Background: an optimization exercise with open tools, aiming at small area. Do not read the settings as production practice. Only simulation tests tie the RTL to the original design; equivalence was not proved. Power figures rest on the tool's default switching activity, not on a simulated workload.

## build 21
// param_bus_datapath
module param_bus_datapath #(
  parameter  int DATA_W   = 32,
  parameter  int NREG     = 16,
  parameter  int ADDR_W   = 9,
  parameter  int MAX_WAIT = 15,
  localparam int SRC_W    = param_bus_datapath_pkg::src_w(NREG)
) (
  input  logic                clk,
  input  logic                clr,
  input  logic [SRC_W-1:0]    bus_src,
  input  logic [NREG-1:0]     reg_in,
  input  logic                hi_in,
  input  logic                lo_in,
  input  logic                pc_in,
  input  logic                ir_in,
  input  logic                y_in,
  input  logic                z_in,
  input  logic                mar_in,
  input  logic                mdr_in,
  input  logic                con_in,
  input  logic                out_in,
  input  logic                ba_mode,
  input  logic [DATA_W-1:0]   ext_bus,
  output logic [DATA_W-1:0]   alu_a,
  output logic [DATA_W-1:0]   alu_b,
  input  logic [2*DATA_W-1:0] alu_res,
  input  logic                mem_rd,
  input  logic                mem_wr,
  output logic                mem_req,
  output logic                mem_we,
  output logic [ADDR_W-1:0]   mem_addr,
  output logic [DATA_W-1:0]   mem_wdata,
  input  logic [DATA_W-1:0]   mem_rdata,
  input  logic                mem_ack,
  output logic                mem_busy,
  output logic                mem_done,
  output logic                mem_err,
  input  logic [DATA_W-1:0]   in_data,
  input  logic                in_strobe,
  output logic [DATA_W-1:0]   out_port,
  output logic [DATA_W-1:0]   ir_out,
  output logic                con_out
);
Size in the first run: roughly 3400 cells after synthesis, about 870 flip-flops, roughly 33000 um^2 of cells after synthesis.
Settings: LEC_CHECK=0, CAP_MARGIN=0, CORE_MARGIN=2, CORE_UTILIZATION=60, SETUP_SLACK_MARGIN=0.1, SLEW_MARGIN=0, SYNTH_HIERARCHICAL=1; clock period 5.0 ns.
standard.sh (not shown) runs the stock make flow with config.mk's settings and CLKGATE_MAP_FILE= SYNTH_SCRIPT=/design/flow/synth_recipe.tcl, a recipe that flattens the netlist after the stock synthesis.
==> flow/flow/run.sh <==
#!/bin/bash
# Own layout flow: the standard ORFS flow, with
#  - port buffers made from the smallest plain buffer instead of delay cells,
#  - clock tree built without dummy balancing loads, from mid-size buffers.
# Each ORFS step writes its full log under orfs/logs/; make's own output
# goes to flow_make.log here.
set -euo pipefail
bash standard.sh \
  BUFFER_PORTS_ARGS="-buffer_cell sky130_fd_sc_hd__buf_1" \
  CTS_ARGS="-sink_clustering_enable -repair_clock_nets -dont_use_dummy_load -buf_list sky130_fd_sc_hd__clkbuf_8 -sink_clustering_size 18 -sink_clustering_max_diameter 60" \
  finish > flow_make.log 2>&1
[inputs] build 95 vs build 21
- changing SLEW_MARGIN from 0 to 10
- changing CAP_MARGIN from 0 to 10
- changing CORE_UTILIZATION from 60 to 70
- changing SETUP_SLACK_MARGIN from 0.1 to 0.05
Results
Build 21 → build 95: design area was more or less identical, multi-input gate share of total cell area was more or less identical.
Delta (build 95 minus build 21): post-detailed-routing wire length dropped 1.0%; half-perimeter wire length of the detailed placement result dropped about 2.6%.
Changes in build 5 relative to build 95:
- SLEW_MARGIN: 10 -> 20
- SETUP_SLACK_MARGIN: 0.05 -> 0.1
- CORE_UTILIZATION: 70 -> 60
- CAP_MARGIN: 10 -> 20
-- flow/flow/run.sh --
<<< build 95, line 8
bash standard.sh \
  BUFFER_PORTS_ARGS="-buffer_cell sky130_fd_sc_hd__buf_1" \
  CTS_ARGS="-sink_clustering_enable -repair_clock_nets -dont_use_dummy_load -buf_list sky130_fd_sc_hd__clkbuf_8 -sink_clustering_size 18 -sink_clustering_max_diameter 60" \
  finish > flow_make.log 2>&1
>>> build 5, line 8
bash standard.sh \
  BUFFER_PORTS_ARGS="-buffer_cell sky130_fd_sc_hd__buf_1" \
  CTS_ARGS="-sink_clustering_enable -repair_clock_nets -dont_use_dummy_load -buf_list sky130_fd_sc_hd__clkbuf_4 -sink_clustering_size 10 -sink_clustering_max_diameter 40" \
  finish > flow_make.log 2>&1
## What came out
The lower post-route worst hold slack came out of build 5. Build 5 vs build 95 — count of placed standard cells including taps rose 82. Build 5 reports a higher net load switching power than build 95 does. Between build 5 and build 95, the logic gate share of total power figures differ only marginally. Re total of buffers placed on input and output ports: no difference whatsoever between build 5 and build 95. Re time the final worst path needs with I/O delays and setup: build 5 is 170 ps down on build 95. Between build 95 and build 5, the largest stage delay on the critical path is higher for build 95.
Modified inputs, build 25 compared to build 5
-- flow/flow/run.sh --
<<< build 5, line 8
bash standard.sh \
  BUFFER_PORTS_ARGS="-buffer_cell sky130_fd_sc_hd__buf_1" \
  CTS_ARGS="-sink_clustering_enable -repair_clock_nets -dont_use_dummy_load -buf_list sky130_fd_sc_hd__clkbuf_4 -sink_clustering_size 10 -sink_clustering_max_diameter 40" \
  finish > flow_make.log 2>&1
>>> build 25, line 8
bash standard.sh \
  BUFFER_PORTS_ARGS="-buffer_cell sky130_fd_sc_hd__buf_1" \
  CTS_ARGS="-sink_clustering_enable -repair_clock_nets -dont_use_dummy_load -buf_list sky130_fd_sc_hd__clkbuf_8 -sink_clustering_size 20 -sink_clustering_max_diameter 60" \
  finish > flow_make.log 2>&1
Results
- Build 25: PASS, flow complete, no timing, DRC or antenna violations
- Build 5: no failed stages, no open violations at the end
- In the tables for build 5 and build 25, number of antenna violations at the first check in global routing reads lower with build 25.
- Build 5 -> build 25: wire length per cell after detailed routing increased slightly
- The higher clock-buffer cell count of build 5 and build 25 is in build 5.
- When build 25 is measured against build 5, its via count turns out 1.8% lower.
- Of build 5 and build 25, the run reporting the higher net switching fraction of the power was build 5.
- Net count of the mapped netlist came out exactly the same in build 5 and build 25.
- Looking at fraction of layout cells with a size suffix above 1, build 25 sits 1.6 points lower than build 5 does.

-- separate check: timing with driven ports --
In the flow no input, the clock included, has a driving cell. The finished layouts below were timed again as built, in two steps. Step 1, drivers: a clkbuf_16 drives clk and a buf_2 each remaining input, both assumed. Step 2 also shifts input and output timing later by t, the mid clock arrival at the registers, as if the neighbouring blocks saw the same clock. Three values: no drivers, after step 1, after step 2; two values: the first two.
run | t (ns) | setup WS [ns] | cell pins on the clock port's net
build 21 | 0.762 | 0.362 / 0.341 / 0.341 | 1
build 95 | 0.761 | 0.180 / 0.146 / 0.022 | 1
build 5 | 0.965 | 0.355 / 0.333 / 0.333 | 1
build 25 | 0.756 | 0.381 / 0.356 / 0.356 | 1
After both steps every run listed still meets setup and hold. For build 95, which loses most, drivers alone change the setup slack by -0.034 ns; drivers and shift together by -0.158 ns.
